Background: an optimization exercise with open tools, aiming at small area, a short achievable clock period and few clock cycles per item. Do not read the settings as production practice. In this exercise RTL edits were held to simulation tests only and were not proved equivalent to the original.

[flow/design.v]
package rhc_pkg;
  localparam int DIV_NUM_W = 16;
  localparam int DIV_DEN_W = 9;
  localparam int DIV_QUO_W = 8;
  localparam logic [7:0]  HUE_FULL       = 8'd240;
  localparam logic [7:0]  HUE_OFS_RED    = 8'd0;
  localparam logic [7:0]  HUE_OFS_GREEN  = 8'd80;
  localparam logic [7:0]  HUE_OFS_BLUE   = 8'd160;
  localparam logic [15:0] HUE_STEP       = 16'd40;
  localparam logic [15:0] SAT_SCALE      = 16'd240;
  localparam logic [8:0]  SAT_FOLD       = 9'd511;
  localparam logic [16:0] HUE_WRAP       = 17'd65295;
  localparam logic [23:0] LIGHT_RECIP    = 24'd3855;
  localparam logic [8:0]  SUM_SAT_SPLIT  = 9'd257;
  localparam logic [8:0]  SUM_LIGHT_ZERO = 9'd2;
  typedef enum logic [2:0] {
    REG_HUE_LOW    = 3'd0,
    REG_HUE_HIGH   = 3'd1,
    REG_SAT_LOW    = 3'd2,
    REG_SAT_HIGH   = 3'd3,
    REG_LIGHT_LOW  = 3'd4,
    REG_LIGHT_HIGH = 3'd5
  } cfg_reg_t;
endpackage
import rhc_pkg::*;
module rhc_div (
  input  logic                 clk,
  input  logic                 rst_n,
  input  logic                 in_valid,
  input  logic [DIV_NUM_W-1:0] in_num,
  input  logic [DIV_DEN_W-1:0] in_den,
  output logic                 out_valid,
  output logic [DIV_QUO_W-1:0] out_quo
);
  localparam int REM_W = DIV_NUM_W + 1;
  logic [DIV_NUM_W-1:0] rem_r [DIV_QUO_W-1];
  logic [DIV_DEN_W-1:0] den_r [DIV_QUO_W-1];
  logic [DIV_QUO_W-1:0] quo_r [DIV_QUO_W];
  logic                 vld_r [DIV_QUO_W];
  for (genvar j = 0; j < DIV_QUO_W; j++) begin : g_stage
    logic [DIV_NUM_W-1:0] rem_in;
    logic [DIV_DEN_W-1:0] den_in;
    logic [DIV_QUO_W-1:0] quo_in;
    logic                 vld_in;
    logic [REM_W-1:0]     trial;
    logic                 take;
    logic [DIV_NUM_W-1:0] rem_nxt;
    logic [DIV_QUO_W-1:0] quo_nxt;
    if (j == 0) begin : g_first
      assign rem_in = in_num;
      assign den_in = in_den;
      assign quo_in = '0;
      assign vld_in = in_valid;
    end else begin : g_next
      assign rem_in = rem_r[j-1];
      assign den_in = den_r[j-1];
      assign quo_in = quo_r[j-1];
      assign vld_in = vld_r[j-1];
    end
    assign trial   = {{(REM_W-DIV_DEN_W){1'b0}}, den_in} << (DIV_QUO_W - 1 - j);
    assign take    = {1'b0, rem_in} >= trial;
    assign rem_nxt = take ? DIV_NUM_W'({1'b0, rem_in} - trial) : rem_in;
    assign quo_nxt = {quo_in[DIV_QUO_W-2:0], take};
    always_ff @(posedge clk) begin
      if (!rst_n) begin
        vld_r[j] <= 1'b0;
      end else begin
        vld_r[j] <= vld_in;
      end
    end
    always_ff @(posedge clk) begin
      quo_r[j] <= quo_nxt;
    end
    if (j < DIV_QUO_W - 1) begin : g_carry
      always_ff @(posedge clk) begin
        rem_r[j] <= rem_nxt;
        den_r[j] <= den_in;
      end
    end
  end
  assign out_valid = vld_r[DIV_QUO_W-1];
  assign out_quo   = quo_r[DIV_QUO_W-1];
endmodule
import rhc_pkg::*;
module rgb565_hsl_color_classifier (
  input  logic        clk,
  input  logic        rst_n,
  input  logic        start,
  output logic        busy,
  input  logic [15:0] in_pixel,
  output logic        out_valid,
  output logic [7:0]  out_hue,
  output logic [7:0]  out_lightness,
  output logic [7:0]  out_saturation,
  output logic        out_match,
  input  logic        cfg_we,
  input  logic [2:0]  cfg_index,
  input  logic [15:0] cfg_data
);
  typedef struct packed {
    logic [7:0] light;
    logic [7:0] hue_ofs;
    logic       hue_neg;
    logic       grey;
    logic       sat_zero;
  } side_t;
  logic [15:0] hue_low_r, hue_high_r;
  logic [7:0]  sat_low_r, sat_high_r, light_low_r, light_high_r;
  always_ff @(posedge clk) begin
    if (!rst_n) begin
      hue_low_r    <= 16'd65496;
      hue_high_r   <= 16'd40;
      sat_low_r    <= 8'd90;
      sat_high_r   <= 8'd180;
      light_low_r  <= 8'd0;
      light_high_r <= 8'd80;
    end else if (cfg_we) begin
      case (cfg_index)
        REG_HUE_LOW:    hue_low_r    <= cfg_data;
        REG_HUE_HIGH:   hue_high_r   <= cfg_data;
        REG_SAT_LOW:    sat_low_r    <= cfg_data[7:0];
        REG_SAT_HIGH:   sat_high_r   <= cfg_data[7:0];
        REG_LIGHT_LOW:  light_low_r  <= cfg_data[7:0];
        REG_LIGHT_HIGH: light_high_r <= cfg_data[7:0];
        default: ;
      endcase
    end
  end
  assign busy = 1'b0;
  logic       s1_vld_r;
  logic [7:0] s1_r_r, s1_g_r, s1_b_r, s1_mx_r, s1_mn_r;
  logic [7:0] r_nxt, g_nxt, b_nxt, mx_nxt, mn_nxt;
  always_comb begin
    r_nxt  = {in_pixel[15:11], 3'b000};
    g_nxt  = {in_pixel[10:5], 2'b00};
    b_nxt  = {in_pixel[4:0], 3'b000};
    mx_nxt = r_nxt;
    if (g_nxt > mx_nxt) mx_nxt = g_nxt;
    if (b_nxt > mx_nxt) mx_nxt = b_nxt;
    mn_nxt = r_nxt;
    if (g_nxt < mn_nxt) mn_nxt = g_nxt;
    if (b_nxt < mn_nxt) mn_nxt = b_nxt;
  end
  always_ff @(posedge clk) begin
    if (!rst_n) begin
      s1_vld_r <= 1'b0;
    end else begin
      s1_vld_r <= start && !busy;
    end
  end
  always_ff @(posedge clk) begin
    s1_r_r  <= r_nxt;
    s1_g_r  <= g_nxt;
    s1_b_r  <= b_nxt;
    s1_mx_r <= mx_nxt;
    s1_mn_r <= mn_nxt;
  end
  logic                 s2_vld_r;
  logic [DIV_NUM_W-1:0] s2_hnum_r, s2_snum_r;
  logic [DIV_DEN_W-1:0] s2_hden_r, s2_sden_r;
  side_t                s2_side_r;
  logic [7:0]  dif;
  logic [8:0]  sum;
  logic [8:0]  hdiff;
  logic [7:0]  hmag;
  logic [23:0] light_prod;
  logic [DIV_NUM_W-1:0] hnum_nxt, snum_nxt;
  logic [DIV_DEN_W-1:0] hden_nxt, sden_nxt;
  side_t       side_nxt;
  always_comb begin
    dif = s1_mx_r - s1_mn_r;
    sum = {1'b0, s1_mx_r} + {1'b0, s1_mn_r};
    side_nxt = '0;
    if (s1_mx_r == s1_r_r) begin
      hdiff = {1'b0, s1_g_r} - {1'b0, s1_b_r};
      side_nxt.hue_ofs = (s1_mn_r == s1_b_r) ? HUE_OFS_RED : HUE_FULL;
    end else if (s1_mx_r == s1_g_r) begin
      hdiff = {1'b0, s1_b_r} - {1'b0, s1_r_r};
      side_nxt.hue_ofs = HUE_OFS_GREEN;
    end else begin
      hdiff = {1'b0, s1_r_r} - {1'b0, s1_g_r};
      side_nxt.hue_ofs = HUE_OFS_BLUE;
    end
    side_nxt.hue_neg = hdiff[8];
    hmag       = hdiff[8] ? 8'(-hdiff) : hdiff[7:0];
    hnum_nxt   = DIV_NUM_W'(hmag) * HUE_STEP;
    hden_nxt   = DIV_DEN_W'(dif);
    snum_nxt   = DIV_NUM_W'(dif) * SAT_SCALE;
    sden_nxt   = (sum <= SUM_SAT_SPLIT) ? sum : SAT_FOLD - sum;
    light_prod = 24'({sum, 3'b001}) * LIGHT_RECIP;
    side_nxt.light    = light_prod[23:16];
    side_nxt.grey     = (dif == 8'd0);
    side_nxt.sat_zero = (sum <= SUM_LIGHT_ZERO);
  end
  always_ff @(posedge clk) begin
    if (!rst_n) begin
      s2_vld_r <= 1'b0;
    end else begin
      s2_vld_r <= s1_vld_r;
    end
  end
  always_ff @(posedge clk) begin
    s2_hnum_r <= hnum_nxt;
    s2_hden_r <= hden_nxt;
    s2_snum_r <= snum_nxt;
    s2_sden_r <= sden_nxt;
    s2_side_r <= side_nxt;
  end
  logic                 hdiv_vld, sdiv_vld;
  logic [DIV_QUO_W-1:0] hquo, squo;
  localparam int SIDE_W = 19;   
  logic [SIDE_W-1:0]    side_r [DIV_QUO_W];
  rhc_div u_hue_div (
    .clk       (clk),
    .rst_n     (rst_n),
    .in_valid  (s2_vld_r),
    .in_num    (s2_hnum_r),
    .in_den    (s2_hden_r),
    .out_valid (hdiv_vld),
    .out_quo   (hquo)
  );
  rhc_div u_sat_div (
    .clk       (clk),
    .rst_n     (rst_n),
    .in_valid  (s2_vld_r),
    .in_num    (s2_snum_r),
    .in_den    (s2_sden_r),
    .out_valid (sdiv_vld),
    .out_quo   (squo)
  );
  always_ff @(posedge clk) begin
    side_r[0] <= s2_side_r;
    for (int k = 1; k < DIV_QUO_W; k++) begin
      side_r[k] <= side_r[k-1];
    end
  end
  side_t      side_out;
  logic       s11_vld_r;
  logic [7:0] s11_hue_r, s11_sat_r, s11_light_r;
  logic [7:0] hue_nxt, sat_nxt;
  assign side_out = side_r[DIV_QUO_W-1];
  always_comb begin
    if (side_out.grey) begin
      hue_nxt = 8'd0;
    end else if (side_out.hue_neg) begin
      hue_nxt = side_out.hue_ofs - hquo;
    end else begin
      hue_nxt = side_out.hue_ofs + hquo;
    end
    sat_nxt = (side_out.grey || side_out.sat_zero) ? 8'd0 : squo;
  end
  always_ff @(posedge clk) begin
    if (!rst_n) begin
      s11_vld_r <= 1'b0;
    end else begin
      s11_vld_r <= hdiv_vld && sdiv_vld;
    end
  end
  always_ff @(posedge clk) begin
    s11_hue_r   <= hue_nxt;
    s11_sat_r   <= sat_nxt;
    s11_light_r <= side_out.light;
  end
  logic        out_valid_r, out_match_r;
  logic [7:0]  out_hue_r, out_light_r, out_sat_r;
  logic        match_nxt;
  logic [16:0] hue_x;
  logic        hue_inside, hue_wrap_lo, hue_wrap_hi;
  always_comb begin
    hue_x      = 17'(s11_hue_r);
    hue_inside = (hue_x > 17'(hue_low_r)) && (hue_x < 17'(hue_high_r));
    hue_wrap_lo = (hue_high_r < hue_low_r) &&
                  ((hue_x < 17'(hue_high_r)) || (hue_x + HUE_WRAP > 17'(hue_low_r)));
    hue_wrap_hi = !(hue_high_r < hue_low_r) && (hue_high_r > 16'(HUE_FULL)) &&
                  ((hue_x > 17'(hue_high_r)) ||
                   (hue_x + 17'(HUE_FULL) < 17'(hue_high_r)));
    match_nxt = (s11_light_r > light_low_r) && (s11_light_r < light_high_r) &&
                (s11_sat_r > sat_low_r) && (s11_sat_r < sat_high_r) &&
                (hue_inside || hue_wrap_lo || hue_wrap_hi);
  end
  always_ff @(posedge clk) begin
    if (!rst_n) begin
      out_valid_r <= 1'b0;
    end else begin
      out_valid_r <= s11_vld_r;
    end
  end
  always_ff @(posedge clk) begin
    out_hue_r   <= s11_hue_r;
    out_light_r <= s11_light_r;
    out_sat_r   <= s11_sat_r;
    out_match_r <= match_nxt;
  end
  assign out_valid      = out_valid_r;
  assign out_hue        = out_hue_r;
  assign out_lightness  = out_light_r;
  assign out_saturation = out_sat_r;
  assign out_match      = out_match_r;
endmodule
[flow/run.sh]
#!/bin/bash
# synth_recipe.tcl (not shown) runs the flow's synth.tcl, then flattens the netlist and writes it again
# the make line also repeats each setting of config.mk as NAME=value (left out here)
make -C /OpenROAD-flow-scripts/flow DESIGN_CONFIG=/design/flow/config.mk WORK_HOME=/design/flow/orfs CLKGATE_MAP_FILE= SYNTH_SCRIPT=/design/flow/synth_recipe.tcl finish
[flow/config.mk]
export PLATFORM = sky130hd
export DESIGN_NAME = rgb565_hsl_color_classifier
export DESIGN_NICKNAME = rgb565_hsl_color_classifier
export VERILOG_FILES = /design/flow/design.v
export SDC_FILE = /design/flow/constraint.sdc
export NUM_CORES = 4
export LEC_CHECK = 0
export CAP_MARGIN = 20
export CORE_MARGIN = 2
export CORE_UTILIZATION = 40
export PLACE_DENSITY = 0.6
export SLEW_MARGIN = 20
[flow/constraint.sdc]
create_clock -name core_clock -period 6.0 [get_ports {clk}]
set_input_delay 1.2000 -clock core_clock [delete_from_list [all_inputs] [get_ports {clk}]]
set_output_delay 1.2000 -clock core_clock [all_outputs]
set_load 0.01 [all_outputs]
==> summary.txt <==
[metrics by stage]
step	std cells	hold WS (ps)
after floorplan	2735	310
after global placement	3652	310
after detailed placement	3653	312
after CTS	3780	306
after global routing	3780	319
final	3780	311
[flip-flops by register name, indices dropped and copies added, names as in the netlist, 9 cells and up]
| name | flops |
|---|---|
| u_sat_div.den_r | 56 |
| u_sat_div.rem_r | 84 |
| u_hue_div.quo_r | 36 |
| hue_low_r | 16 |
| s2_snum_r | 10 |
| side_r | 104 |
| s2_side_r | 13 |
| u_hue_div.den_r | 41 |
| u_sat_div.quo_r | 36 |
| s2_hnum_r | 9 |
| u_hue_div.rem_r | 80 |
| hue_high_r | 16 |
[final cells by class]
cell class	instances	area [sq um]	share of cell area [%]
Clock buffer	93	1940	6.14
Tap cell	882	1100	3.50
Sequential cell	635	12700	40.3
Inverter	332	1250	3.95
Clock inverter	34	409	1.30
Multi-Input combinational cell	1729	13400	42.6
Timing Repair Buffer	75	716	2.27
[cell families (layout without fill, tap and decap cells)]
logic type	count (synthesis)	in the layout
compound gates	485	485
xor+xnor	182	182
fa+ha+maj	369	369
buf+inv	371	534
flops	635	635
mux	56	56
other cells	1	1
simple gates	636	636
[cells in the mapped netlist (all sizes together) (11+ instances only)]
| cell type | count | share of area [%] |
|---|---|---|
| nor4 | 21 | 0.53 |
| o21bai | 18 | 0.49 |
| inv | 332 | 4.5 |
| nor2b | 39 | 0.89 |
| a31oi | 11 | 0.25 |
| and2 | 29 | 0.66 |
| mux2 | 28 | 1.1 |
| nand2 | 206 | 2.8 |
| nand4 | 33 | 0.75 |
| nand3 | 23 | 0.46 |
| o21a | 35 | 0.95 |
| a21boi | 57 | 1.6 |
| or3 | 13 | 0.30 |
| fa | 37 | 2.7 |
| a21oi | 125 | 2.3 |
| a211oi | 11 | 0.35 |
| ha | 332 | 15 |
| nor2 | 145 | 2.0 |
| xor2 | 75 | 2.4 |
| dfxtp | 635 | 46 |
| mux2i | 28 | 1.0 |
| clkbuf | 31 | 0.42 |
| a21o | 48 | 1.3 |
| nor3 | 45 | 0.86 |
| xnor2 | 107 | 3.5 |
| o21ai | 102 | 1.9 |
| o211ai | 29 | 0.79 |
| nand2b | 29 | 0.66 |
| o31ai | 18 | 0.49 |
[timing repair]
action | in CTS | in global routing
setup endpoints to repair | 0 | 1
resized for setup | 0 | 6
hold endpoints to repair | 0 | 0
hold buffers | 0 | 0
[metal layers]
layer,track usage (%),vias up,routed length (um)
li1,-,9414,-
met1,18.0,8465,23700
met2,28.1,295,26500
met3,2.16,99,1750
met4,6.26,0,1560
met5,0,-,0
[worst paths after layout]
path              slack, ps                  start  cells after the start               endpoint
setup reg to reg        430             s1_mx_r[2]                     25          s2_side_r[18]
setup / recovery        430             s1_mx_r[2]                     25          s2_side_r[18]
hold reg to reg         310  u_hue_div.quo_r[2][1]                      0  u_hue_div.quo_r[3][2]
hold / removal          310  u_hue_div.quo_r[2][1]                      0  u_hue_div.quo_r[3][2]
[worst reg2reg max path, delay by kind of cell, from the launching register on]
kind	cells	cell delay [ps]
AOI/OAI and AO/OA	5	970
and+or+nand+nor	7	1020
adders and majority gates	8	2680
buffers and inverters	3	140
xor gates and xnor gates	2	300
DFF	1	390
[layout by cell type, fill, tap and decap left out, types with 14 or more instances in the layout]
master / count
dfxtp_1: 633
ha_1: 332
inv_1: 331
nand2_1: 206
nor2_1: 145
a21oi_1: 125
xnor2_1: 104
o21ai_0: 90
xor2_1: 75
clkbuf_16: 71
clkdlybuf4s50_1: 63
a21boi_0: 54
a21o_1: 48
nor3_1: 43
nor2b_1: 39
fa_1: 37
o21a_1: 35
nand4_1: 33
nand2b_1: 29
o211ai_1: 29
and2_1: 29
mux2_2: 28
mux2i_1: 27
nand3_1: 22
nor4_1: 20
o21bai_1: 18
o31ai_1: 18
clkbuf_1: 14
==> impl_metrics.ini <==
[placement]
placed_cell_area_sq_um = 29200
dp_slack_ps = 114
hpwlAfterDp_um = 41200
gp_congestion = 0.870
io_buffers = 64

[worst_setup_path]
arrival_ps = 6080
cp_data_required_time_ps = 6510
cp-start-kind = flip-flop
crit_slowest_cell = fa_1
crit_path_max_fanout = 5
critPathMostFrequentCell = ha_1
endpoint_kind = flip-flop
cp_top_family = adder cells
critPathMaxStageDelay_ps = 490
crit_type = flip-flop to flip-flop
critical_path_buf_inv_count = 3

[global_routing]
grtUsageTotal_pct = 15.4
antenna_found_initial = 0
grt_overflow = 0
grt_max_degree = 77
grt_pass1_vias = 18900
grt_first_pass_wirelength_um = 89900

[cts]
clock_latency_ps = 590
clk_path_buf_depth = 3
cts_buffers = 70
htreeDepth = 3
post_cts.repair.setup_buffers = 0
clk_pin_slew_ps = 60
cts_root_buf = clkbuf_16
clkSinkCount = 635
tritoncts = done

[logic_synthesis]
async_reset_ff_share_pct = 0
yosysWarningCount = 7
synth_nets = 3143
synth_edf_count = 0
synth_compound_area_share_pct = 11.5
synthMuxAreaShare_pct = 2.18
synthAdderAreaFrac_pct = 17.8
synth-main-ff-cell = dfxtp_1
synth-seq-area-share_pct = 46.2
synthesis.area_sq_um = 27500
syn_inst = 2735
ys_ff_latch = 635
syn_area_per_cell_sq_um = 10.1
yosys.area_share.simple_pct = 11.4
synth_top_family_by_area = adder cells
yosys.cell_types.count = 77
synth_xor_area_share_pct = 5.84

[detailed_routing]
vias_per_cell = 4.83
drt-total-wl_um = 53500
drtPass1Iterations = 5
initialDrtViolationCount = 780
ant_nets = 0
num_vias = 18300
drc = 0
wl_per_cell_um = 14.2

[hold_path]
hp-class = flip-flop to flip-flop

[sta]
worst_pin_slew_ps = 841
fin_crit_sh_pct = 92.9
max-slew-margin-rel_pct = 43.7
fmax_mhz = 179
finalSetupViolations = 0
slew_violations = 0
worst_slack_ps = 426
rsz0062_at_grt = no
setup-tns-final_ps = 0
final_hold_viol_count = 0
finClkSkew_ps = 27.1
period_needed_ps = 5570

[run_status]
status = complete, no violations

[finish]
n_antenna_cell = 0
fin_nets = 3251
fill_cells = 6196
area_growth_pct = 14.7
drive_above_1_share_pct = 6.42
utilization_pct = 46.2
final_cell_area_sq_um = 31600

[floorplanning]
io-pin-count = 66
core_sq_um = 68300
die_w_um = 266
rows = 96
start_util_pct = 40.3
die_height_um = 266
die_area_sq_um = 70900

[job]
cap_violations = 0

[pwr]
Testbench counts, summed over its fixed seeds: cycles 24,096, pixels 24,000.

[afterwards: timing with drivers on the ports]
The flow's constraints put no driver on any port. The routed layout listed below was extracted and timed again, unchanged, in two steps.
Step 1 assumes that a clkbuf_16 drives the clock port and a buf_2 every other input.
Step 2 adds t to the input delays and takes it off the output delays; t is the mean of the earliest and latest rising clock arrival at the registers after step 1. Input paths then give back, and output paths get back, about the clock's delay inside the block.
Slacks: ideal / step 1 / step 2; pairs: ideal / step 1.
t, ns: 0.639
setup WS [ns]: 0.426 / 0.426 / 0.426
worst setup path after step 2: register to register
latest minus earliest clock arrival (ns): 0.031 / 0.031
After both steps this run still meets setup and hold. For this run, drivers alone change the setup slack by 0.000 ns; drivers and shift together by 0.000 ns.
